What follows belongs to an exercise in optimizing a design on an open flow for small area, a short achievable clock period and few clock cycles per item; a production flow would make more cautious choices.
Where RTL was checked, it was by simulation tests only, not by an equivalence proof against the original.

==> job 2796: inputs <==
// hilo_muldiv_ctrl
module hilo_muldiv_ctrl (
  input  logic        clk,
  input  logic        rst,
  input  logic        op_valid,
  input  logic [2:0]  op,
  input  logic [31:0] rs_data,
  input  logic [31:0] rt_data,
  input  logic        rd_req,
  input  logic        flush,
  output logic        op_ready,
  output logic        busy,
  output logic        stall,
  output logic        done,
  output logic [63:0] hilo_out
);
  logic [63:0] r_hilo;
  logic        r_busy, r_mul, r_prep, r_div, r_corr, r_fix, r_done;
  logic [32:0] r_x;       
  logic [31:0] r_q;       
  logic [33:0] r_acc;     
  logic [1:0]  r_cnt;     
  logic [4:0]  r_dcnt;    
  logic        r_last, r_sgn, r_qneg, r_rneg, r_u;
  logic [3:0]  r_one, r_two, r_neg;   
  logic w_acc, w_is_mul, w_is_div, w_sgn_in, w_na_in_n, w_nb_in_n;
  assign w_acc     = ~r_busy & op_valid & ~flush;
  assign w_is_mul  = (op == 3'd1) | (op == 3'd2);
  ...
clock: 11.0 ns
lec_check: 0
cap_margin: 20
core_margin: 2
core_utilization: 40
slew_margin: 20
run.sh (not shown) runs the stock make flow with config.mk's settings and CLKGATE_MAP_FILE= SYNTH_SCRIPT=/design/flow/synth_recipe.tcl, a recipe that flattens the netlist after the stock synthesis.
==> job 9560: changes against job 2796 <==
==> flow/flow/run.sh (new file) <==
#!/bin/bash
set -euo pipefail
bash standard.sh SETUP_SLACK_MARGIN=6.1 finish > flow_make.log 2>&1
==> flow/standard.sh (new file) <==
#!/bin/bash
# synth_recipe.tcl (not shown) runs the flow's synth.tcl, then flattens the netlist and writes it again
# the make line also repeats each setting of config.mk as NAME=value (left out here)
make -C /OpenROAD-flow-scripts/flow DESIGN_CONFIG=/design/flow/config.mk WORK_HOME=/design/flow/orfs CLKGATE_MAP_FILE= SYNTH_SCRIPT=/design/flow/synth_recipe.tcl "${@:-finish}"
removed: flow/run.sh
==> job 4890: changes against job 2796 <==
--- a/flow/config.mk
+++ b/flow/config.mk
@@ -9,3 +9,4 @@
 export CORE_MARGIN = 2
 export CORE_UTILIZATION = 40
+export SETUP_SLACK_MARGIN = 5
 export SLEW_MARGIN = 20
==> impl_metrics.csv <==
group,metric,value,unit
run_status,status,"no timing/DRC/antenna violations",
setup_path,cp-endpoint,"r_x[31]",
detailed_routing,drt_first_iter_violations,3572,
setup_path,rrSetupSlack,5.24,ns
detailed_routing,vias_per_cell,6.48,
setup_path,slowest_delay,0.68,ns
the above is filed under job 4890

==> impl_metrics.csv <==
group,metric,value,unit
finish,buffers_excl_clock,417,
placement,gp_congestion,0.998,
yosys,synth-seq-cells,194,
sta,max_freq,199,MHz
finish,antennaDiodeCount,2,
sta,whs,0.454,ns
setup_path,cp-endpoint,"r_acc[26]",
run_status,status,"no timing/DRC/antenna violations",
setup_path,slowest_delay,0.56,ns
sta,setup_tns,0,ns
detailed_routing,vias_per_cell,6.53,
the above is filed under job 9560

==> impl_metrics.csv <==
group,metric,value,unit
run_status,status,"no timing/DRC/antenna violations",
setup_path,regToRegEndpoint,"r_q[0]",
setup_path,slowest_delay,0.91,ns
setup_path,cp-endpoint,"r_q[0]",
hold_path,min_path_type,"reg -> reg",
yosys,yosysMostFrequentCell,"nand2_1",
job,max_cap_violations,0,
detailed_routing,vias_per_cell,6.49,
detailed_routing,drt_first_iter_violations,3694,
setup_path,rrSetupSlack,4.64,ns
detailed_routing,wl_met2,41400,um
finish,fill_cells,5618,
the above is filed under job 2796

Testbench counts of job 2796, summed over its fixed seeds: cycles 15,934, ops 3,200.
Testbench counts of job 9560, summed over its fixed seeds: cycles 15,934, ops 3,200.
Testbench counts of job 4890, summed over its fixed seeds: cycles 15,934, ops 3,200.

==> inputs of v9 <==
Another version of the RTL of hilo_muldiv_ctrl (not shown whole).
==> flow/design.v (excerpt) <==
module hilo_muldiv_ctrl (
  input  logic        clk,
  input  logic        rst,
  input  logic        op_valid,
  input  logic [2:0]  op,
  input  logic [31:0] rs_data,
  input  logic [31:0] rt_data,
  input  logic        rd_req,
  input  logic        flush,
  output logic        op_ready,
  output logic        busy,
  output logic        stall,
  output logic        done,
  output logic [63:0] hilo_out
);
clock: 11.0 ns
lec_check: 0
abc_area: 1
cap_margin: 20
core_margin: 2
core_utilization: 40
setup_slack_margin: 5
slew_margin: 20
Stock flow here: none of the scripts above is used.
==> v20 (differences from v9) <==
--- a/flow/config.mk
+++ b/flow/config.mk
@@ -11,3 +11,2 @@
 export CORE_UTILIZATION = 40
-export SETUP_SLACK_MARGIN = 5
 export SLEW_MARGIN = 20
==> impl_metrics.toml <==
[timing]
maximum_clock_frequency_ghz = 0.1665

[layout]
post-route-cell-area_um2 = 29960
multi_input_gates = 2737
layout.clock.cell_area_share_pct = 2.067

[global_routing]
groute.usage.overall_pct = 34.98

[outcome]
run_status = "no timing/DRC/antenna violations"
Source of the figures above: v9

==> impl_metrics.toml <==
[outcome]
run_status = "no timing/DRC/antenna violations"

[layout]
post-route-cell-area_um2 = 25910

[global_routing]
groute.usage.overall_pct = 32.99

[detailed_routing]
via_count = 24860

[logic_synthesis]
synth_top_family_by_area = "simple AND/OR/NAND/NOR gates"

[timing]
maximum_clock_frequency_ghz = 0.1215
Source of the figures above: v20

No functional check of the RTL was part of any run of this note.

==> inputs of job 7617 <==
Another version of the RTL of hilo_muldiv_ctrl (not shown whole).
export LEC_CHECK = 0
export CAP_MARGIN = 20
export CORE_MARGIN = 2
export CORE_UTILIZATION = 60
export SETUP_SLACK_MARGIN = 5
export SLEW_MARGIN = 20
create_clock -name core_clock -period 11.0 [get_ports {clk}]
==> job 3787: changes against job 7617 <==
--- a/flow/design.v
+++ b/flow/design.v
@@ -16,22 +16,25 @@
   logic [63:0] r_hilo;
   logic        r_busy, r_mul, r_prep, r_div, r_fix, r_done;
   logic [32:0] r_x;       
   logic [31:0] r_q;       
   logic [33:0] r_acc;     
   logic [1:0]  r_cnt;     
+  logic        r_short;   
   logic [4:0]  r_dcnt;    
   logic        r_last, r_sgn, r_qneg, r_rneg, r_u;
   logic [3:0]  r_one, r_two, r_neg;   
   logic w_acc, w_is_mul, w_is_div, w_sgn_in, w_na_in_n, w_nb_in_n;
   assign w_acc     = ~r_busy & op_valid & ~flush;
   assign w_is_mul  = (op == 3'd1) | (op == 3'd2);
   assign w_is_div  = (op == 3'd3) | (op == 3'd4);
   assign w_sgn_in  = (op == 3'd1) | (op == 3'd3);
   assign w_na_in_n = (op == 3'd3) & rs_data[31];
   assign w_nb_in_n = (op == 3'd3) & rt_data[31];
+  logic w_fa;
+  assign w_fa   = w_sgn_in ? ((&rs_data[31:15]) | ~(|rs_data[31:15])) : ~(|rs_data[31:16]);
   function automatic logic [11:0] benc(input logic [8:0] b);   
     logic [3:0] one, two, neg;
     for (int m = 0; m < 4; m++) begin
       one[m] = b[2*m+1] ^ b[2*m];
       two[m] = (b[2*m+2] & ~b[2*m+1] & ~b[2*m]) | (~b[2*m+2] & b[2*m+1] & b[2*m]);
       neg[m] = b[2*m+2] & ~(b[2*m+1] & b[2*m]);
@@ -418,26 +421,28 @@
         r_mul  <= w_is_mul;
         r_prep <= w_is_div;
       end
       if (~flush) begin
         if (w_acc & (op == 3'd5)) r_hilo[63:32] <= rs_data;
         if (w_acc & (op == 3'd6)) r_hilo[31:0]  <= rs_data;
-        if (w_mfin) r_hilo <= {w_p[39:8], w_p[7:0], r_q[31:8]};
+        if (w_mfin) r_hilo <= r_short ? {{14{w_p[41]}}, w_p[41:0], r_q[31:24]}
+                                       : {w_p[39:8], w_p[7:0], r_q[31:8]};
         if (w_pfin | r_fix) r_hilo <= {w_p[31:0], r_fix ? w_nb : {32{w_bz}}};
       end
     end
   end
   always_ff @(posedge clk) begin
     if (~r_busy) begin
       r_x    <= {w_is_mul & w_sgn_in & rt_data[31], w_nb};
       r_q    <= rs_data;
       r_acc  <= {2'b0, {32{w_is_div}} & w_na};
       r_sgn  <= w_sgn_in;
       r_rneg <= w_na_in_n;
       r_qneg <= w_na_in_n ^ w_nb_in_n;
-      r_cnt  <= 2'd3;
+      r_cnt  <= w_fa ? 2'd1 : 2'd3;
+      r_short <= w_fa;
       r_last <= 1'b0;
       r_u    <= 1'b0;
       {r_neg, r_two, r_one} <= {12{w_is_mul}} & benc({rs_data[7:0], 1'b0});
     end else if (r_mul) begin
       r_q    <= {w_p[7:0], r_q[31:8]};
       r_acc  <= w_p[41:8];
==> flow/flow/run.sh (new file) <==
#!/bin/bash
# The standard layout (the standard.sh: ORFS synthesis through finish, unchanged), with
# the ports buffered by buf_1 cells and timing repair aimed 5.6 ns below the clock period, at the worst endpoints only.
set -euo pipefail
bash standard.sh SETUP_SLACK_MARGIN=5.6 TNS_END_PERCENT=10 "BUFFER_PORTS_ARGS=-buffer_cell sky130_fd_sc_hd__buf_1" finish > flow_make.log 2>&1
==> flow/standard.sh (new file) <==
#!/bin/bash
# synth_recipe.tcl (not shown) runs the flow's synth.tcl, then flattens the netlist and writes it again
# the make line also repeats each setting of config.mk as NAME=value (left out here)
make -C /OpenROAD-flow-scripts/flow DESIGN_CONFIG=/design/flow/config.mk WORK_HOME=/design/flow/orfs CLKGATE_MAP_FILE= SYNTH_SCRIPT=/design/flow/synth_recipe.tcl "${@:-finish}"
==> flow/config.mk (replaced) <==
export PLATFORM = sky130hd
export DESIGN_NAME = hilo_muldiv_ctrl
export DESIGN_NICKNAME = hilo_muldiv_ctrl
export VERILOG_FILES = /design/flow/design.v
export SDC_FILE = /design/flow/constraint.sdc
export NUM_CORES = 4
export LEC_CHECK = 0
export CAP_MARGIN = 20
export CORE_MARGIN = 2
export CORE_UTILIZATION = 40
export SLEW_MARGIN = 20
removed: flow/run.sh
==> notes <==
Utilization: job 7617 is higher than job 3787 (21 points).
Against job 7617, the sequential share of layout area of job 3787 is lower by 2.0 points.
Job 7617 finished with timing, DRC and antenna clean. Job 3787 went through all stages and came out clean.
Of job 7617 and job 3787, job 3787 has the higher final area (gap 11%, measured against job 3787).
Testbench counts of job 7617, summed over its fixed seeds: cycles 15,693, ops 3,200.
Only the layout flow was run in job 3787; the RTL was not checked for function there.

## separate check: timing with driven ports
How much do the figures lean on ideal ports? The routed layouts below were timed once more, with nothing changed but the port constraints.
Step 1: set_driving_cell puts a clkbuf_16 on clk and a buf_2 on each other input, an assumption about the parent block.
Step 2, shift: input delay + t, output delay - t, t = (earliest + latest rising clock arrival at the registers) / 2. This alone moves slack from input paths to output paths.
Three values: ideal, step 1, step 2; two values: the first two.
run	shift t [ns]	slack for setup (ns)	worst hold slack (ns)	slew at the worst register clock pin (ns)	pins driven straight from the clock port
job 2796	0.517	4.640 / 4.640 / 4.640	0.465 / 0.465 / 0.465	0.08 / 0.08	1
job 9560	0.513	5.966 / 5.966 / 5.641	0.454 / 0.454 / 0.454	0.09 / 0.09	1
job 4890	0.514	5.239 / 5.239 / 5.239	0.466 / 0.466 / 0.466	0.08 / 0.08	1
v9	0.567	4.993 / 4.993 / 4.993	0.502 / 0.502 / 0.502	0.09 / 0.09	1
v20	0.577	2.768 / 2.768 / 2.768	0.500 / 0.500 / 0.500	0.10 / 0.10	1
job 7617	0.506	5.132 / 5.132 / 4.781	0.474 / 0.474 / 0.474	0.09 / 0.09	1
job 3787	0.526	5.531 / 5.531 / 5.390	0.477 / 0.477 / 0.477	0.09 / 0.09	1
After both steps every run listed still meets setup and hold. The setup slack of job 7617, which loses most, moves by 0.000 ns with the drivers and by -0.351 ns with both steps.
